Context: an optimization exercise on an open-source flow, tuned for a short achievable clock period and few clock cycles. The choices shown serve that exercise and are no tape-out recipe. Only simulation tests tie the RTL to the original design; equivalence was not proved. Power is estimated from default activity; no workload was simulated.

==> 04-10: inputs <==
## lc3b_icache
module lc3b_icache (
   input  logic         clk,
   input  logic         rst_n,
   input  logic         i_read,
   input  logic [15:0]  i_address,
   output logic [15:0]  i_rdata,
   output logic         i_mem_resp,
   output logic         pmem_read,
   output logic [15:0]  pmem_address,
   input  logic [127:0] pmem_rdata,
   input  logic         pmem_resp
);
==> module lc3b_icache, before the edit <==
module lc3b_icache (
   input  logic         clk,
   input  logic         rst_n,
   input  logic         i_read,
   input  logic [15:0]  i_address,
   output logic [15:0]  i_rdata,
   output logic         i_mem_resp,
   output logic         pmem_read,
   output logic [15:0]  pmem_address,
   input  logic [127:0] pmem_rdata,
   input  logic         pmem_resp
);
   logic         fill_q;                  
   logic [11:0]  fill_addr;               
   logic         victim;                  
   logic [7:0]   fwe0, fwe1;              
   logic [lc3b_icache_pkg::NUM_SETS-1:0] lru;    
   logic         cur_v;                   
   logic [11:0]  cur_line;
   logic [127:0] cur_data;
   logic         w7;                      
   logic [11:0]  nxt_line;                
   logic [7:0]   nxt_sel;                 
   logic         nxt_known;               
   logic         nxt_res;                 
   logic         nxt_way;
   logic [127:0] nxt_data;
   logic [11:0]  req_line;
   logic [2:0]   req_set, req_word, nxt_set, fill_set;
   logic [7:0]   req_sel, wdec;
   logic         ha0, ha1, hb0, hb1;
   logic [127:0] da0, da1, db0, db1;
   logic         fill_done;
   logic [7:0]   we0, we1;
   logic         unused_addr_bit;
   assign req_line        = i_address[15:4];
   assign req_set         = i_address[6:4];
   assign req_word        = i_address[3:1];
   assign nxt_set         = nxt_line[2:0];
   assign fill_set        = fill_addr[2:0];
   assign unused_addr_bit = i_address[0];
   always_comb begin
      for (int s = 0; s < 8; s++) begin
         req_sel[s] = (req_set == s[2:0]);
         wdec[s]    = (req_word == s[2:0]);
      end
   end
   assign fill_done = fill_q && pmem_resp;
   assign we0       = {8{pmem_resp}} & fwe0;
   assign we1       = {8{pmem_resp}} & fwe1;
   icache_way way0 (
      .clk        (clk),
      .rst_n      (rst_n),
      .rd_sel_a   (req_sel),
      .rd_tag_a   (i_address[15:7]),
      .hit_a      (ha0),
      .data_a     (da0),
      .rd_sel_b   (nxt_sel),
      .rd_tag_b   (nxt_line[11:3]),
      .hit_b      (hb0),
      .data_b     (db0),
      .we         (we0),
      .wr_tag     (fill_addr[11:3]),
      .wr_data    (pmem_rdata)
   );
   icache_way way1 (
      .clk        (clk),
      .rst_n      (rst_n),
      .rd_sel_a   (req_sel),
      .rd_tag_a   (i_address[15:7]),
      .hit_a      (ha1),
      .data_a     (da1),
      .rd_sel_b   (nxt_sel),
      .rd_tag_b   (nxt_line[11:3]),
      .hit_b      (hb1),
      .data_b     (db1),
      .we         (we1),
      .wr_tag     (fill_addr[11:3]),
      .wr_data    (pmem_rdata)
   );
   logic match_cur, match_nxt, idle_req, hi0, cur_ok;
   logic hit_cur, hit_nx0, miss_nxt;
   assign match_cur = (req_line == cur_line);
   assign match_nxt = (req_line == nxt_line);
   assign idle_req  = i_read && !fill_q;
   assign cur_ok    = cur_v && !fill_q;
   assign hi0       = w7 && nxt_known && nxt_res && !fill_q;    
   assign hit_cur   = i_read && cur_ok && match_cur && !(wdec[0] && hi0);
   assign hit_nx0   = i_read && hi0 && match_nxt && wdec[0];
   assign miss_nxt  = idle_req && nxt_known && !nxt_res && match_nxt;
   logic [15:0] rd_or;
   always_comb begin
      rd_or = '0;
      for (int k = 0; k < 8; k++) begin
         if (k == 0) begin
            rd_or = rd_or | ({16{wdec[k] && !fill_q}} &
                             (hi0 ? nxt_data[15:0] : cur_data[15:0]));
         end else begin
            rd_or = rd_or | ({16{wdec[k] && !fill_q}} & cur_data[16*k +: 16]);
         end
         rd_or = rd_or | ({16{wdec[k] && fill_q}} & pmem_rdata[16*k +: 16]);
      end
   end
   assign i_mem_resp   = (cur_ok && match_cur && !(wdec[0] && hi0)) ||
                         (hi0 && match_nxt && wdec[0]) || fill_done;
   assign i_rdata      = rd_or;
   assign pmem_read    = fill_q || miss_nxt;
   assign pmem_address = {(fill_q ? fill_addr : req_line), 4'b0000};
   logic req_hit, req_way;
   assign req_hit = ha0 || ha1;
   assign req_way = !ha0;
   always_ff @(posedge clk) begin
      nxt_res  <= hb0 || hb1;
      nxt_way  <= !hb0;
      nxt_data <= db0 | db1;    
   end
   always_ff @(posedge clk) begin
      if (fill_done) begin
         cur_data <= pmem_rdata;
      end else if (idle_req) begin
         cur_data <= da0 | da1;    
      end
   end
   logic [7:0] fill_sel, req_sel_n, fill_sel_n, nxt_sel_n;
   assign fill_sel   = fwe0 | fwe1;
   assign req_sel_n  = {req_sel[6:0], req_sel[7]};      
   assign fill_sel_n = {fill_sel[6:0], fill_sel[7]};
   assign nxt_sel_n  = {nxt_sel[6:0], nxt_sel[7]};
   always_ff @(posedge clk or negedge rst_n) begin
      if (!rst_n) begin
         fill_q    <= 1'b0;
         fill_addr <= '0;
         victim    <= 1'b0;
         fwe0      <= '0;
         fwe1      <= '0;
         lru       <= '0;
         cur_v     <= 1'b0;
         cur_line  <= '0;
         w7        <= 1'b0;
         nxt_line  <= 12'd1;
         nxt_sel   <= 8'd2;
         nxt_known <= 1'b0;
      end else begin
         nxt_known <= !fill_done && !(idle_req && req_hit && !hit_cur);
         if (hit_cur || hit_nx0 || fill_done) begin
            w7 <= wdec[7];
         end
         if (fill_done) begin
            fill_q        <= 1'b0;
            fwe0          <= '0;
            fwe1          <= '0;
            lru[fill_set] <= ~victim;
            cur_v         <= 1'b1;
            cur_line      <= fill_addr;
            nxt_line      <= fill_addr + 12'd1;
            nxt_sel       <= fill_sel_n;
         end else if (idle_req) begin
            if (req_hit) begin
               lru[req_set] <= ~req_way;
               cur_v        <= 1'b1;
               cur_line     <= req_line;
               nxt_line     <= req_line + 12'd1;
               nxt_sel      <= req_sel_n;
               if (!hit_cur && !hit_nx0) w7 <= 1'b0;
            end else begin
               fill_q       <= 1'b1;
               fill_addr    <= req_line;
               victim       <= lru[req_set];
               fwe0         <= lru[req_set] ? 8'd0 : req_sel;
               fwe1         <= lru[req_set] ? req_sel : 8'd0;
            end
         end
      end
   end
endmodule
export LEC_CHECK = 0
export ABC_AREA = 1
export CAP_MARGIN = 20
export CORE_MARGIN = 2
export CORE_UTILIZATION = 40
export SETUP_SLACK_MARGIN = 2.9
export SLEW_MARGIN = 20
export TNS_END_PERCENT = 5
create_clock -name core_clock -period 6.2 [get_ports {clk}]
standard.sh (not shown) runs the stock make flow with config.mk's settings and CLKGATE_MAP_FILE= SYNTH_SCRIPT=/design/flow/synth_recipe.tcl, a recipe that flattens the netlist after the stock synthesis.
==> flow/flow/run.sh <==
#!/bin/bash
# Layout flow: the standard layout (standard.sh, all steps unchanged),
# with the platform's delay cells (clkdlybuf*, dlygate*, dlymetal*) added to
# DONT_USE_CELLS, so port buffers and repair use plain buffers.
# The full make output goes to standard.log in this folder.
set -euo pipefail
cat >> config.mk <<'EOC'
export DONT_USE_CELLS += sky130_fd_sc_hd__clkdlybuf4s15_1 sky130_fd_sc_hd__clkdlybuf4s15_2 sky130_fd_sc_hd__clkdlybuf4s18_1 sky130_fd_sc_hd__clkdlybuf4s18_2 sky130_fd_sc_hd__clkdlybuf4s25_1 sky130_fd_sc_hd__clkdlybuf4s25_2 sky130_fd_sc_hd__clkdlybuf4s50_1 sky130_fd_sc_hd__clkdlybuf4s50_2 sky130_fd_sc_hd__dlygate4sd1_1 sky130_fd_sc_hd__dlygate4sd2_1 sky130_fd_sc_hd__dlygate4sd3_1 sky130_fd_sc_hd__dlymetal6s2s_1 sky130_fd_sc_hd__dlymetal6s4s_1 sky130_fd_sc_hd__dlymetal6s6s_1
EOC
bash standard.sh > standard.log 2>&1
==> inputs of 09-09, as changes to 04-10 <==
==> flow/run.sh (new file) <==
#!/bin/bash
# synth_recipe.tcl (not shown) runs the flow's synth.tcl, then flattens the netlist and writes it again
# the make line also repeats each setting of config.mk as NAME=value (left out here)
make -C /OpenROAD-flow-scripts/flow DESIGN_CONFIG=/design/flow/config.mk WORK_HOME=/design/flow/orfs CLKGATE_MAP_FILE= SYNTH_SCRIPT=/design/flow/synth_recipe.tcl finish
==> flow/config.mk (replaced) <==
export PLATFORM = sky130hd
export DESIGN_NAME = lc3b_icache
export DESIGN_NICKNAME = lc3b_icache
export VERILOG_FILES = /design/flow/design.v
export SDC_FILE = /design/flow/constraint.sdc
export NUM_CORES = 4
export LEC_CHECK = 0
export ABC_CLOCK_PERIOD_IN_PS = 3300
export CAP_MARGIN = 20
export CORE_MARGIN = 2
export CORE_UTILIZATION = 40
export SETUP_SLACK_MARGIN = 2.9
export SLEW_MARGIN = 20
export TNS_END_PERCENT = 5
removed: flow/flow/run.sh
removed: flow/standard.sh
==> inputs of 06-17, as changes to 04-10 <==
--- a/flow/design.v
+++ b/flow/design.v
@@ -143,5 +143,5 @@
    assign match_nxt = (req_line == nxt_line);
    assign idle_req  = i_read && !fill_q;
-   assign cur_ok    = cur_v && !fill_q;
+   assign cur_ok    = cur_v;    
    assign hi0       = w7 && nxt_known && nxt_res && !fill_q;    
    assign hit_cur   = i_read && cur_ok && match_cur && !(wdec[0] && hi0);
@@ -153,8 +153,8 @@
       for (int k = 0; k < 8; k++) begin
          if (k == 0) begin
-            rd_or = rd_or | ({16{wdec[k] && !fill_q}} &
+            rd_or = rd_or | ({16{wdec[k]}} &
                              (hi0 ? nxt_data[15:0] : cur_data[15:0]));
          end else begin
-            rd_or = rd_or | ({16{wdec[k] && !fill_q}} & cur_data[16*k +: 16]);
+            rd_or = rd_or | ({16{wdec[k]}} & cur_data[16*k +: 16]);
          end
          rd_or = rd_or | ({16{wdec[k] && fill_q}} & pmem_rdata[16*k +: 16]);
@@ -224,4 +224,5 @@
             end else begin
                fill_q       <= 1'b1;
+               cur_v        <= 1'b0;
                fill_addr    <= req_line;
                victim       <= lru[req_set];
==> flow/flow/run.sh (replaced) <==
#!/bin/bash
# Layout flow: the standard layout (standard.sh, all steps unchanged),
# with two additions to its config:
#  - the platform's delay cells (clkdlybuf*, dlygate*, dlymetal*) are added
#    to DONT_USE_CELLS, so port buffers and timing repair use plain buffers;
#  - IO_CONSTRAINTS (flow/io.tcl) keeps the fetch-side ports on one edge.
# The full make output goes to standard.log in this folder.
set -euo pipefail
cat >> config.mk <<EOC
export DONT_USE_CELLS += sky130_fd_sc_hd__clkdlybuf4s15_1 sky130_fd_sc_hd__clkdlybuf4s15_2 sky130_fd_sc_hd__clkdlybuf4s18_1 sky130_fd_sc_hd__clkdlybuf4s18_2 sky130_fd_sc_hd__clkdlybuf4s25_1 sky130_fd_sc_hd__clkdlybuf4s25_2 sky130_fd_sc_hd__clkdlybuf4s50_1 sky130_fd_sc_hd__clkdlybuf4s50_2 sky130_fd_sc_hd__dlygate4sd1_1 sky130_fd_sc_hd__dlygate4sd2_1 sky130_fd_sc_hd__dlygate4sd3_1 sky130_fd_sc_hd__dlymetal6s2s_1 sky130_fd_sc_hd__dlymetal6s4s_1 sky130_fd_sc_hd__dlymetal6s6s_1
export IO_CONSTRAINTS = $PWD/flow/io.tcl
EOC
bash standard.sh > standard.log 2>&1
==> flow/flow/io.tcl (new file) <==
# Keep the fetch-side ports and the fill data together on the right edge, so
# the paths from i_address and pmem_rdata to i_rdata / i_mem_resp /
# pmem_read stay short.
set_io_pin_constraint -region right:* -pin_names {i_read i_address[*] i_rdata[*] i_mem_resp pmem_read pmem_resp pmem_address[*] pmem_rdata[*]}
--- a/flow/config.mk
+++ b/flow/config.mk
@@ -14,2 +14,3 @@
 export TNS_END_PERCENT = 5
 export DONT_USE_CELLS += sky130_fd_sc_hd__clkdlybuf4s15_1 sky130_fd_sc_hd__clkdlybuf4s15_2 sky130_fd_sc_hd__clkdlybuf4s18_1 sky130_fd_sc_hd__clkdlybuf4s18_2 sky130_fd_sc_hd__clkdlybuf4s25_1 sky130_fd_sc_hd__clkdlybuf4s25_2 sky130_fd_sc_hd__clkdlybuf4s50_1 sky130_fd_sc_hd__clkdlybuf4s50_2 sky130_fd_sc_hd__dlygate4sd1_1 sky130_fd_sc_hd__dlygate4sd2_1 sky130_fd_sc_hd__dlygate4sd3_1 sky130_fd_sc_hd__dlymetal6s2s_1 sky130_fd_sc_hd__dlymetal6s4s_1 sky130_fd_sc_hd__dlymetal6s6s_1
+export IO_CONSTRAINTS = /design/flow/flow/io.tcl
==> inputs of 03-04, as changes to 04-10 <==
--- a/flow/design.v
+++ b/flow/design.v
@@ -143,5 +143,5 @@
    assign match_nxt = (req_line == nxt_line);
    assign idle_req  = i_read && !fill_q;
-   assign cur_ok    = cur_v && !fill_q;
+   assign cur_ok    = cur_v;    
    assign hi0       = w7 && nxt_known && nxt_res && !fill_q;    
    assign hit_cur   = i_read && cur_ok && match_cur && !(wdec[0] && hi0);
@@ -153,8 +153,8 @@
       for (int k = 0; k < 8; k++) begin
          if (k == 0) begin
-            rd_or = rd_or | ({16{wdec[k] && !fill_q}} &
+            rd_or = rd_or | ({16{wdec[k]}} &
                              (hi0 ? nxt_data[15:0] : cur_data[15:0]));
          end else begin
-            rd_or = rd_or | ({16{wdec[k] && !fill_q}} & cur_data[16*k +: 16]);
+            rd_or = rd_or | ({16{wdec[k]}} & cur_data[16*k +: 16]);
          end
          rd_or = rd_or | ({16{wdec[k] && fill_q}} & pmem_rdata[16*k +: 16]);
@@ -224,4 +224,5 @@
             end else begin
                fill_q       <= 1'b1;
+               cur_v        <= 1'b0;
                fill_addr    <= req_line;
                victim       <= lru[req_set];
==> flow/run.sh (new file) <==
#!/bin/bash
# synth_recipe.tcl (not shown) runs the flow's synth.tcl, then flattens the netlist and writes it again
# the make line also repeats each setting of config.mk as NAME=value (left out here)
make -C /OpenROAD-flow-scripts/flow DESIGN_CONFIG=/design/flow/config.mk WORK_HOME=/design/flow/orfs CLKGATE_MAP_FILE= SYNTH_SCRIPT=/design/flow/synth_recipe.tcl finish
==> flow/config.mk (replaced) <==
export PLATFORM = sky130hd
export DESIGN_NAME = lc3b_icache
export DESIGN_NICKNAME = lc3b_icache
export VERILOG_FILES = /design/flow/design.v
export SDC_FILE = /design/flow/constraint.sdc
export NUM_CORES = 4
export LEC_CHECK = 0
export ABC_AREA = 1
export CAP_MARGIN = 20
export CORE_MARGIN = 2
export CORE_UTILIZATION = 40
export SETUP_SLACK_MARGIN = 2.9
export SLEW_MARGIN = 20
export TNS_END_PERCENT = 5
removed: flow/flow/run.sh
removed: flow/standard.sh
==> qor summary <==
Met3 Routed Length: 09-09 36,400 um; 03-04 39,800 um; 04-10 43,900 um; 06-17 53,900 um
Count of routing violations after the opening detailed-route iteration: 09-09 9,256; 03-04 10,200; 04-10 11,000; 06-17 13,100
Post-layout worst setup margin: 09-09 1.68 ns; 03-04 1.75 ns; 04-10 1.76 ns; 06-17 1.56 ns
Inserted Diodes: 09-09 39; 03-04 21; 04-10 16; 06-17 43
Outcome: 09-09 no timing/DRC/antenna violations; 03-04 no timing/DRC/antenna violations; 04-10 no timing/DRC/antenna violations; 06-17 no timing/DRC/antenna violations
Clock share of power: 09-09 39.4%; 03-04 39.1%; 04-10 39.3%; 06-17 38.5%
Cell depth of the worst flop-to-flop path: 09-09 8; 03-04 12; 04-10 15; 06-17 8
Cell area after synthesis: 09-09 0.0944 mm2; 03-04 0.102 mm2; 04-10 0.101 mm2; 06-17 0.102 mm2
Reported leakage power: 09-09 34.5 nW; 03-04 44.5 nW; 04-10 43.0 nW; 06-17 43.8 nW
Worst Setup Path Type: 09-09 reg -> out; 03-04 in -> out; 04-10 reg -> out; 06-17 in -> out
Multiplexer area fraction after synthesis: 09-09 0.576%; 03-04 0%; 04-10 0%; 06-17 0%
Core occupancy in the finished layout: 09-09 47.2%; 03-04 46.8%; 04-10 46.5%; 06-17 46.2%
Fraction of power spent switching nets: 09-09 23.6%; 03-04 24.9%; 04-10 24.9%; 06-17 25.3%
Testbench counts of 04-10, summed over its fixed seeds: cycles 41,030.
Testbench counts of 09-09, summed over its fixed seeds: cycles 41,030.
Testbench counts of 06-17, summed over its fixed seeds: cycles 41,030.
Testbench counts of 03-04, summed over its fixed seeds: cycles 41,030.

separate check: timing with driven ports:
The results above use ideal ports. As a check the final layouts listed here were re-extracted and re-timed, cells and wires unchanged.
Step 1 assumes that a clkbuf_16 drives the clock port and a buf_2 every other input.
Step 2 times the ports against the registers' clock, not the clock port: input delays grow and output delays shrink by t, the midpoint of the rising clock arrivals with the driver on.
Slacks: ideal ports / drivers / drivers and shift; pairs: ideal ports / drivers.
run | shift t [ns] | setup WS [ns] | worst slew at a driven data input, ns
04-10 | 0.972 | 1.757 / 1.667 / 1.552 | 0.20
09-09 | 0.952 | 1.680 / 1.574 / 1.339 | 0.28
06-17 | 0.994 | 1.561 / 1.405 / 1.169 | 0.20
03-04 | 0.980 | 1.754 / 1.654 / 1.586 | 0.24
After both steps setup and hold are still met in every run listed. For 06-17, which loses most, drivers alone change the setup slack by -0.156 ns; drivers and shift together by -0.392 ns.
